Context: an optimization exercise on an open-source flow, tuned for small area, a short achievable clock period and few clock cycles per item. The choices shown serve that exercise and are no tape-out recipe.
Function was checked by simulation only, so behaviour that the tests miss may differ from the original.

<file path="flow/config.mk">
export PLATFORM = sky130hd
export DESIGN_NAME = colourTop
export DESIGN_NICKNAME = colourTop
export VERILOG_FILES = /design/flow/design.v
export SDC_FILE = /design/flow/constraint.sdc
export NUM_CORES = 4
export LEC_CHECK = 0
export CAP_MARGIN = 20
export CORE_MARGIN = 2
export CORE_UTILIZATION = 40
export PLACE_DENSITY = 0.6
export SLEW_MARGIN = 20
</file>
<file path="flow/constraint.sdc">
create_clock -name core_clock -period 9.0 [get_ports {CLOCK_50_I}]
set_input_delay 1.8000 -clock core_clock [delete_from_list [all_inputs] [get_ports {CLOCK_50_I}]]
set_output_delay 1.8000 -clock core_clock [all_outputs]
set_load 0.01 [all_outputs]
</file>
<file path="flow/design.v">
`default_nettype none
package colourPkg;
	localparam int AddrWidth = 18;
	localparam int DataWidth = 16;
	typedef logic [7:0] sample_t;
	typedef logic [AddrWidth-1:0] addr_t;
	typedef logic [DataWidth-1:0] word_t;
	localparam logic [3:0] RegCtrl = 4'h0;
	localparam logic [3:0] RegStatus = 4'h4;
	localparam logic [3:0] RegRows = 4'h8;
endpackage
`default_nettype wire
`timescale 1ns/1ps
`default_nettype none
module apbRegs (
	input logic CLOCK_50_I,
	input logic resetn,
	input logic [3:0] paddr,
	input logic psel,
	input logic penable,
	input logic pwrite,
	input logic [31:0] pwdata,
	output logic [31:0] prdata,
	output logic pready,
	output logic pslverr,
	output logic start,
	input logic frameDone,
	input logic rowDone,
	output logic busy
);
	logic done;
	logic [7:0] rowCnt;         
	logic access;
	logic mapped;
	assign access = psel & penable;
	assign mapped = (paddr == colourPkg::RegCtrl) | (paddr == colourPkg::RegStatus) | (paddr == colourPkg::RegRows);
	assign pready = 1'b1;
	assign pslverr = access & ~mapped;
	assign start = access & pwrite & (paddr == colourPkg::RegCtrl) & pwdata[0] & ~busy;
	always_comb begin
		case (paddr)
			colourPkg::RegStatus: prdata = {30'd0, done, busy};
			colourPkg::RegRows: prdata = {24'd0, rowCnt};
			default: prdata = 32'd0;
		endcase
	end
	always_ff @(posedge CLOCK_50_I or negedge resetn) begin
		if (!resetn) begin
			busy <= 1'b0;
			done <= 1'b0;
			rowCnt <= 8'd0;
		end else if (start) begin
			busy <= 1'b1;
			done <= 1'b0;
			rowCnt <= 8'd0;
		end else begin
			if (rowDone)
				rowCnt <= rowCnt + 8'd1;
			if (frameDone) begin
				busy <= 1'b0;
				done <= 1'b1;      
			end
		end
	end
endmodule
`default_nettype wire
`timescale 1ns/1ps
`default_nettype none
module frameSequencer (
	input logic CLOCK_50_I,
	input logic resetn,
	input logic start,
	output logic [1:0] ph,              
	output logic memRdEn,
	output colourPkg::addr_t memRdAddr,
	output logic rxValid,
	output logic rxLoad,                
	output logic rxFirst,
	output logic rxClamp,
	output logic rxOdd,
	output logic wrValid,
	output logic wrRowLast,
	output logic wrFrameLast
);
	localparam int PairsPerRow = 160;
	localparam int Pairs = 38400;
	localparam int UBase = 38400;
	localparam int VBase = 57600;
	logic run;
	logic pro;                          
	logic [7:0] k;                      
	logic [15:0] yAddr;                 
	logic [14:0] cIdx;                  
	logic slotEnd;
	logic lastSlot;
	logic rowLast;
	logic clampK;
	logic incC;
	logic rxRowLast, rxFrameLast;
	assign slotEnd = ph == 2'd2;
	assign lastSlot = yAddr == 16'(Pairs - 1);
	assign rowLast = k == 8'(PairsPerRow - 1);
	assign clampK = k >= 8'(PairsPerRow - 3);
	assign incC = (~k[0] & (k <= 8'(PairsPerRow - 6) | k == 8'(PairsPerRow - 2))) | rowLast;
	always_comb begin
		case (ph)
			2'd0: begin
				memRdAddr = colourPkg::addr_t'(UBase) + colourPkg::addr_t'(cIdx);
				memRdEn = run & ~(clampK & ~rowLast) & ~lastSlot;
			end
			2'd1: begin
				memRdAddr = colourPkg::addr_t'(VBase) + colourPkg::addr_t'(cIdx);
				memRdEn = run & ~(clampK & ~rowLast) & ~lastSlot;
			end
			default: begin
				memRdAddr = colourPkg::addr_t'(yAddr);
				memRdEn = run & ~pro;
			end
		endcase
	end
	always_ff @(posedge CLOCK_50_I or negedge resetn) begin
		if (!resetn) begin
			ph <= 2'd0;
			run <= 1'b0;
			pro <= 1'b0;
			rxValid <= 1'b0;
			wrValid <= 1'b0;
		end else begin
			ph <= slotEnd ? 2'd0 : ph + 2'd1;
			if (slotEnd) begin
				rxValid <= run & ~pro;
				wrValid <= rxValid;
				pro <= 1'b0;
				if (lastSlot & ~pro)
					run <= 1'b0;
			end
			if (start) begin
				ph <= 2'd0;
				run <= 1'b1;
				pro <= 1'b1;
			end
		end
	end
	always_ff @(posedge CLOCK_50_I) begin
		if (slotEnd) begin
			if (run & incC)
				cIdx <= cIdx + 15'd1;
			if (run & ~pro) begin
				k <= rowLast ? 8'd0 : k + 8'd1;
				yAddr <= yAddr + 16'd1;
			end
			rxLoad <= pro | rowLast;
			rxFirst <= ~pro & (k == 8'd0);
			rxClamp <= clampK;
			rxOdd <= k[0];
			rxRowLast <= rowLast;
			rxFrameLast <= lastSlot;
			wrRowLast <= rxRowLast;
			wrFrameLast <= rxFrameLast;
		end
		if (start) begin
			k <= 8'd0;
			yAddr <= 16'd0;
			cIdx <= 15'd0;
		end
	end
endmodule
`default_nettype wire
`timescale 1ns/1ps
`default_nettype none
module chromaUpsampler (
	input logic CLOCK_50_I,
	input logic [1:0] ph,
	input colourPkg::word_t word,       
	input logic load,
	input logic first,
	input logic clamp,
	input logic odd,
	output colourPkg::sample_t uEven,
	output colourPkg::sample_t vEven,
	output colourPkg::sample_t uOdd,
	output colourPkg::sample_t vOdd
);
	colourPkg::sample_t a [5];          
	colourPkg::sample_t b [5];
	colourPkg::sample_t t [6];
	colourPkg::sample_t f;
	logic signed [17:0] acc;
	always_comb begin
		t[0] = a[0];
		t[1] = a[1];
		t[2] = a[2];
		t[3] = a[3];
		t[4] = first ? word[15:8] : a[4];
		t[5] = clamp ? a[4] : (odd ? word[15:8] : word[7:0]);
	end
	assign acc = 18'sd21 * $signed({8'd0, t[0]} + {8'd0, t[5]})
		+ 18'sd159 * $signed({8'd0, t[2]} + {8'd0, t[3]})
		- 18'sd52 * $signed({8'd0, t[1]} + {8'd0, t[4]})
		+ 18'sd128;
	assign f = acc[17] ? 8'd0 : (acc[16] ? 8'd255 : acc[15:8]);
	always_ff @(posedge CLOCK_50_I) begin
		if (ph != 2'd2) begin
			for (int i = 0; i < 5; i++)
				a[i] <= b[i];
			if (load) begin
				b[0] <= word[15:8];
				b[1] <= word[15:8];
				b[2] <= word[15:8];
				b[3] <= word[7:0];
			end else begin
				for (int i = 0; i < 4; i++)
					b[i] <= t[i+1];
			end
			b[4] <= t[5];
		end
		if (ph == 2'd0)
			uOdd <= f;
		if (ph == 2'd1)
			vOdd <= f;
	end
	assign uEven = load ? a[4] : a[1];
	assign vEven = load ? b[4] : b[1];
endmodule
`default_nettype wire
`timescale 1ns/1ps
`default_nettype none
module colourConverter (
	input colourPkg::sample_t y,
	input colourPkg::sample_t u,
	input colourPkg::sample_t v,
	output colourPkg::sample_t r,
	output colourPkg::sample_t g,
	output colourPkg::sample_t b
);
	logic signed [27:0] rSum, gSum, bSum;
	assign rSum = 28'sd76284 * $signed({20'd0, y}) + 28'sd104595 * $signed({20'd0, v}) - 28'sd14608704;
	assign gSum = 28'sd76284 * $signed({20'd0, y}) - 28'sd25624 * $signed({20'd0, u})
		- 28'sd53281 * $signed({20'd0, v}) + 28'sd8879296;
	assign bSum = 28'sd76284 * $signed({20'd0, y}) + 28'sd132251 * $signed({20'd0, u}) - 28'sd18148672;
	function automatic colourPkg::sample_t clip(input logic signed [27:0] s);
		if (s[27])
			clip = 8'd0;
		else if (s[26:24] != 3'd0)
			clip = 8'd255;
		else
			clip = s[23:16];
	endfunction
	assign r = clip(rSum);
	assign g = clip(gSum);
	assign b = clip(bSum);
endmodule
`default_nettype wire
`timescale 1ns/1ps
`default_nettype none
module rgbWriter (
	input logic CLOCK_50_I,
	input logic resetn,
	input logic start,
	input logic [1:0] ph,
	input logic rxValid,
	input logic wrValid,
	input colourPkg::sample_t r,        
	input colourPkg::sample_t g,
	input colourPkg::sample_t b,
	output logic memWrEn,
	output colourPkg::addr_t memWrAddr,
	output colourPkg::word_t memWrData
);
	localparam int FirstAddr = 76800 - 9;
	colourPkg::sample_t gHeld, bHeld;
	always_ff @(posedge CLOCK_50_I or negedge resetn) begin
		if (!resetn)
			memWrEn <= 1'b0;
		else
			memWrEn <= (ph == 2'd2) ? rxValid : wrValid;
	end
	always_ff @(posedge CLOCK_50_I) begin
		gHeld <= g;
		bHeld <= b;
		case (ph)
			2'd2: memWrData <= {r, g};
			2'd0: memWrData <= {bHeld, r};
			default: memWrData <= {gHeld, bHeld};
		endcase
		memWrAddr <= start ? colourPkg::addr_t'(FirstAddr) : memWrAddr + 1'b1;
	end
endmodule
`default_nettype wire
`timescale 1ns/1ps
`default_nettype none
module colourTop (
	input logic CLOCK_50_I,
	input logic resetn,
	input logic [3:0] paddr,
	input logic psel,
	input logic penable,
	input logic pwrite,
	input logic [31:0] pwdata,
	output logic [31:0] prdata,
	output logic pready,
	output logic pslverr,
	output logic memRdEn,
	output colourPkg::addr_t memRdAddr,
	input colourPkg::word_t memRdData,
	output logic memWrEn,
	output colourPkg::addr_t memWrAddr,
	output colourPkg::word_t memWrData
);
	logic start;
	logic busy;
	logic [1:0] ph;
	logic rxValid, rxLoad, rxFirst, rxClamp, rxOdd;
	logic wrValid, wrRowLast, wrFrameLast;
	colourPkg::word_t rdWord;
	colourPkg::sample_t yOddHeld;
	colourPkg::sample_t uEven, vEven, uOdd, vOdd;
	colourPkg::sample_t pixY, pixU, pixV;
	colourPkg::sample_t pixR, pixG, pixB;
	logic evenSel;
	apbRegs regs (
		.CLOCK_50_I(CLOCK_50_I),
		.resetn(resetn),
		.paddr(paddr),
		.psel(psel),
		.penable(penable),
		.pwrite(pwrite),
		.pwdata(pwdata),
		.prdata(prdata),
		.pready(pready),
		.pslverr(pslverr),
		.start(start),
		.frameDone(wrValid & wrFrameLast & (ph == 2'd2)),
		.rowDone(wrValid & wrRowLast & (ph == 2'd2)),
		.busy(busy)
	);
	frameSequencer seq (
		.CLOCK_50_I(CLOCK_50_I),
		.resetn(resetn),
		.start(start),
		.ph(ph),
		.memRdEn(memRdEn),
		.memRdAddr(memRdAddr),
		.rxValid(rxValid),
		.rxLoad(rxLoad),
		.rxFirst(rxFirst),
		.rxClamp(rxClamp),
		.rxOdd(rxOdd),
		.wrValid(wrValid),
		.wrRowLast(wrRowLast),
		.wrFrameLast(wrFrameLast)
	);
	always_ff @(posedge CLOCK_50_I) begin
		rdWord <= memRdData;
		yOddHeld <= rdWord[7:0];
	end
	chromaUpsampler ups (
		.CLOCK_50_I(CLOCK_50_I),
		.ph(ph),
		.word(rdWord),
		.load(rxLoad),
		.first(rxFirst),
		.clamp(rxClamp),
		.odd(rxOdd),
		.uEven(uEven),
		.vEven(vEven),
		.uOdd(uOdd),
		.vOdd(vOdd)
	);
	assign evenSel = ph == 2'd2;
	assign pixY = evenSel ? rdWord[15:8] : yOddHeld;
	assign pixU = evenSel ? uEven : uOdd;
	assign pixV = evenSel ? vEven : vOdd;
	colourConverter csc (
		.y(pixY),
		.u(pixU),
		.v(pixV),
		.r(pixR),
		.g(pixG),
		.b(pixB)
	);
	rgbWriter writer (
		.CLOCK_50_I(CLOCK_50_I),
		.resetn(resetn),
		.start(start),
		.ph(ph),
		.rxValid(rxValid),
		.wrValid(wrValid),
		.r(pixR),
		.g(pixG),
		.b(pixB),
		.memWrEn(memWrEn),
		.memWrAddr(memWrAddr),
		.memWrData(memWrData)
	);
endmodule
`default_nettype wire
</file>
<file path="flow/run.sh">
#!/bin/bash
# synth_recipe.tcl (not shown) runs the flow's synth.tcl, then flattens the netlist and writes it again
# the make line also repeats each setting of config.mk as NAME=value (left out here)
make -C /OpenROAD-flow-scripts/flow DESIGN_CONFIG=/design/flow/config.mk WORK_HOME=/design/flow/orfs CLKGATE_MAP_FILE= SYNTH_SCRIPT=/design/flow/synth_recipe.tcl finish
</file>
==> summary.txt <==
Clock tree
Clock tree synthesis selected as its root buffer the cell sky130_fd_sc_hd__clkbuf_16. Clock-pin slew was measured on the worst setup and hold paths at 0.06 ns. The number of levels in the clock H-tree is 1. The clock buffer count from CTS is 27. The maximum buffer depth of the clock tree is 3.

The clock latency reported for the late side of the worst-skew pair is 0.56 ns. The clock sink count is ~230. TritonCTS built the clock tree.

Finish
The post-layout net count is roughly 3,700. The summed area of non-filler cells in the final layout is 29,400 µm². The number of fill cells is just over 6,000. The share of final-layout standard cells stronger than drive strength 1 is 7.38%. The layout overhead on the synthesized area is 12.8%. Cells fill between 40% and 50% of the core in the end.

Min path
The path class of the lowest-slack min-delay path is flip-flop to flip-flop.

Setup path
The most numerous cell type found on the critical path is sky130_fd_sc_hd__fa_1. The cell type group with the largest total delay on the critical path is adder cells. On the worst path, the slowest cell contributes a delay of ~0.55 ns. At the worst endpoint, the required time is 9.29 ns.

The count of buffer and inverter cells on the critical path is 7. The critical-path maximum fanout is 7. The critical path endpoint category is a flip-flop. The category of the worst setup path launch point is a flip-flop. On the critical path, the stage with the largest delay is an instance of sky130_fd_sc_hd__fa_1. The category of the most critical setup path is flip-flop to flip-flop. The worst path arrival time is between 9 and 10 ns.

Yosys
Among all flip-flop cells after synthesis, the most frequent one is sky130_fd_sc_hd__dfxtp_1. The post-synthesis cell area is 26,100 µm². In this run, synthesis produced a sequential element count of roughly 230. The post-synthesis area per instance is about 9.4 µm². The fraction of the mapped netlist area in compound gates is 12.2%. The number of warning messages in the yosys log is 9. For this run, asynchronously set or reset flops after synthesis account for 6.87%.

By area, the combinational part of the netlist is dominated by adder cells. After technology mapping, the gate count stands at around 2,800. After Yosys synthesis, and, or, nand and nor cells account for 9.98% of the synthesized area. Summing the areas of all fa, ha and maj instances in the mapped netlist gives between 30% and 40% of the synthesized area. Counting flops with a built-in enable in the synthesized netlist gives approximately 100. In the synthesized netlist, mux cells make up under 10% of the area. Counting distinct cell types in the post-synthesis netlist gives 89.

The post-synthesis xor/xnor area fraction is 6.49%. The sequential fraction of the synthesis area is between 20% and 30%.

STA
The transition time at the pin with the least slew margin is between 1 and 1.5 ns. The minimum clock period is about 8.7 ns. The number of max-slew violations in the final report is 0. Static timing analysis puts the maximum clock frequency at roughly 110 MHz. Setup violations remaining at the end of the flow were counted as 0.

The worst-case clock skew is 0.0133 ns. The number of endpoints with negative hold slack in the final report was 0. The relative slew slack is roughly a third. The share of the clock period used by the worst path is 97.1%.

Global routing
The first-pass GRT wire length is about 100,000 µm. The overall routing resource usage is 18.8%. Summed over all layers, the global routing overflow is 0.

The via count of the first global-routing pass came to a little under 20,000. The maximum number of pins on one net before global-route repair is 56. The initial antenna violation count is 2.

Route
The total iterations of the first detailed-routing run is 5. After the first detailed-routing iteration, the DRC count stood at about 1,000. The number of nets still failing antenna checks after routing is 0. The number of vias in the routed layout is 19,300. After detailed routing, the average wire length per cell comes to 16.7 µm.

The aggregate routed wire length is between 60,000 and 70,000 µm. The via count normalized by instance count is roughly 5.1. In the routed design, unresolved DRC markers number 0.

Floorplanning
The die is about 260 µm wide. The initial core utilization is between 40 and 50%. The floorplan step defined a die boundary enclosing 67,200 µm².

In this run the count of I/O pins placed on the die edge is around 150. The number of core rows is 93. The die height is 259 µm.

The area of the core is 64,500 µm².

Run status
The flow ran to the end and the layout has no timing, DRC or antenna violations.

Place
The number of port buffers is slightly below 90. Summed over all nets, the half-perimeter wirelength after detailed placement is between 50,000 and 60,000 µm. The post-detailed-placement cell area is 28,300 µm². The global placer's final weighted congestion is around 0.9.

Flow run
The count of maximum capacitance violations is 0.
## cell families (layout without fill, tap and decap cells)
family / after synthesis / after routing
other: 2 / 27
AND/OR/NAND/NOR: 539 / 539
adder cells (fa/ha/maj): 700 / 700
buffers and inverters: 555 / 699
AO/OA/AOI/OAI: 487 / 487
XOR/XNOR: 193 / 193
multiplexers: 64 / 64
flip-flops: 233 / 233
## layer usage
layer / wire, µm / GRT usage, % / share of wire [%] / vias to the layer above
met5: 13 / 0 / 0.020 / -
met4: 1550 / 4.47 / 2.4 / 2
met3: 2640 / 2.59 / 4.2 / 83
met2: 29300 / 31.1 / 46 / 315
met1: 30000 / 26.0 / 47 / 9254
li1: - / - / - / 9659
## synth_stat cells (5+ instances only)
library cell                number  area (µm²)
sky130_fd_sc_hd__a2111oi_0       5        43.8
sky130_fd_sc_hd__a211oi_1       11        82.6
sky130_fd_sc_hd__a21o_1         58         435
sky130_fd_sc_hd__a21oi_1       119         596
sky130_fd_sc_hd__a221o_1         8        80.1
sky130_fd_sc_hd__a22oi_1        11        82.6
sky130_fd_sc_hd__a31oi_1        17         106
sky130_fd_sc_hd__and2_1         18         113
sky130_fd_sc_hd__and3_1         31         194
sky130_fd_sc_hd__buf_1           6        22.5
sky130_fd_sc_hd__buf_4          26         195
sky130_fd_sc_hd__clkbuf_1       26        97.6
sky130_fd_sc_hd__dfrtp_1        16         400
sky130_fd_sc_hd__dfxtp_1       113        2260
sky130_fd_sc_hd__edfxtp_1      104        3120
sky130_fd_sc_hd__fa_1          155        3100
sky130_fd_sc_hd__ha_1          545        6820
sky130_fd_sc_hd__inv_1         489        1840
sky130_fd_sc_hd__mux2_2         27         304
sky130_fd_sc_hd__mux2i_1        35         350
sky130_fd_sc_hd__nand2_1       158         593
sky130_fd_sc_hd__nand2b_1       19         119
sky130_fd_sc_hd__nand3_1        47         235
sky130_fd_sc_hd__nand4_1        22         138
sky130_fd_sc_hd__nor2_1        131         492
sky130_fd_sc_hd__nor2b_1        25         156
sky130_fd_sc_hd__nor3_1         38         190
sky130_fd_sc_hd__o211ai_1       11        82.6
sky130_fd_sc_hd__o21a_1         27         203
sky130_fd_sc_hd__o21ai_0       108         541
sky130_fd_sc_hd__o21ai_1        27         135
sky130_fd_sc_hd__o21bai_1       31         233
sky130_fd_sc_hd__or2_2          13        81.3
sky130_fd_sc_hd__or3_1          13        81.3
sky130_fd_sc_hd__xnor2_1       108         946
sky130_fd_sc_hd__xor2_1         85         744
## worst paths after layout
path	start	endpoint	slack, ns	cells after the start
worst max-delay path	seq.rxFirst	ups.uOdd[1]	0.26	34
worst min-delay path	rdWord[6]	yOddHeld[6]	0.38	0
worst max register to register	seq.rxFirst	ups.uOdd[1]	0.26	34
worst min register to register	rdWord[6]	yOddHeld[6]	0.38	0
max in group asynchronous	resetn	regs.rowCnt[0]	6.78	1
min in group asynchronous	resetn	seq.ph[0]	1.72	1
## area by class of cell
type	count	area, µm²	share of cell area (%)
clock buffers	35	736	2.50
repair buffers	157	1420	4.82
flip-flops and latches	233	5790	19.7
multi-input cells	2009	18500	62.7
well taps	855	1070	3.64
clock inverters	15	101	0.345
inverters	492	1850	6.29
diodes	1	2.50	0.00851
## timing repair
| item | 4_1_cts | 5_1_grt |
|---|---|---|
| hold buffers | 0 | 0 |
| pin swaps | 2 | 37 |
| endpoints found under the setup margin | 16 | 34 |
| setup buffers | 0 | 1 |
| resized for setup | 11 | 41 |
| cloned | 0 | 0 |
## state kept, by name, indices dropped and copies added, names as in the netlist, 15 cells and up
name,cells
seq.yAddr,16
seq.cIdx,15
writer.memWrData,16
ups.a,40
ups.b,40
writer.memWrAddr,18
rdWord,16
## per-stage QoR
step                TNS [ns]  instances  hold slack [ns]  setup WS [ns]
floorplan                  0       2797            0.345          0.214
global placement       -1.27       3745            0.373         -0.220
detailed placement     -2.16       3745            0.370         -0.258
CTS                        0       3795            0.378         0.0307
global route          -0.930       3796            0.388        -0.0757
finish                     0       3797            0.377          0.259
## cells in the final DEF (no fill, tap or decap), types with 8 or more instances in the layout
| cell type | instances |
|---|---|
| sky130_fd_sc_hd__dfrtp_1 | 16 |
| sky130_fd_sc_hd__and2_1 | 18 |
| sky130_fd_sc_hd__inv_1 | 487 |
| sky130_fd_sc_hd__o211ai_1 | 11 |
| sky130_fd_sc_hd__or3_1 | 13 |
| sky130_fd_sc_hd__and3_1 | 30 |
| sky130_fd_sc_hd__o21ai_1 | 28 |
| sky130_fd_sc_hd__edfxtp_1 | 104 |
| sky130_fd_sc_hd__ha_1 | 538 |
| sky130_fd_sc_hd__mux2_2 | 25 |
| sky130_fd_sc_hd__dfxtp_1 | 113 |
| sky130_fd_sc_hd__or2_2 | 13 |
| sky130_fd_sc_hd__a31oi_1 | 16 |
| sky130_fd_sc_hd__o21ai_0 | 106 |
| sky130_fd_sc_hd__a21oi_1 | 109 |
| sky130_fd_sc_hd__nand2b_1 | 19 |
| sky130_fd_sc_hd__a211oi_1 | 10 |
| sky130_fd_sc_hd__clkbuf_16 | 27 |
| sky130_fd_sc_hd__nand2_1 | 158 |
| sky130_fd_sc_hd__conb_1 | 26 |
| sky130_fd_sc_hd__fa_1 | 152 |
| sky130_fd_sc_hd__nor2b_1 | 25 |
| sky130_fd_sc_hd__nand3_1 | 47 |
| sky130_fd_sc_hd__a22oi_1 | 11 |
| sky130_fd_sc_hd__a21o_1 | 58 |
| sky130_fd_sc_hd__mux2i_1 | 35 |
| sky130_fd_sc_hd__buf_4 | 67 |
| sky130_fd_sc_hd__a221o_1 | 8 |
| sky130_fd_sc_hd__clkdlybuf4s50_1 | 87 |
| sky130_fd_sc_hd__nand4_1 | 22 |
| sky130_fd_sc_hd__xor2_1 | 84 |
| sky130_fd_sc_hd__o21a_1 | 27 |
| sky130_fd_sc_hd__xnor2_1 | 101 |
| sky130_fd_sc_hd__nor2_1 | 131 |
| sky130_fd_sc_hd__nor3_1 | 36 |
| sky130_fd_sc_hd__o21bai_1 | 28 |
Testbench counts, summed over its fixed seeds: cycles 921,696, frames 8.

==> what the ideal ports hide <==
The flow's constraints put no driver on any port. The routed layout listed below was extracted and timed again, unchanged, in two steps.
Step 1 assumes that a clkbuf_16 drives the clock port and a buf_2 every other input.
Step 2 times the ports against the registers' clock, not the clock port: input delays grow and output delays shrink by t, the midpoint of the rising clock arrivals with the driver on.
Three values: no drivers, after step 1, after step 2; two values: the first two.
t (ns): 0.608
setup WS [ns]: 0.259 / 0.259 / 0.259
worst setup path at the end: register to register
clock arrival spread, ns: 0.014 / 0.014
After both steps this run still meets setup and hold. The setup slack of this run moves by 0.000 ns with the drivers and by 0.000 ns with both steps.
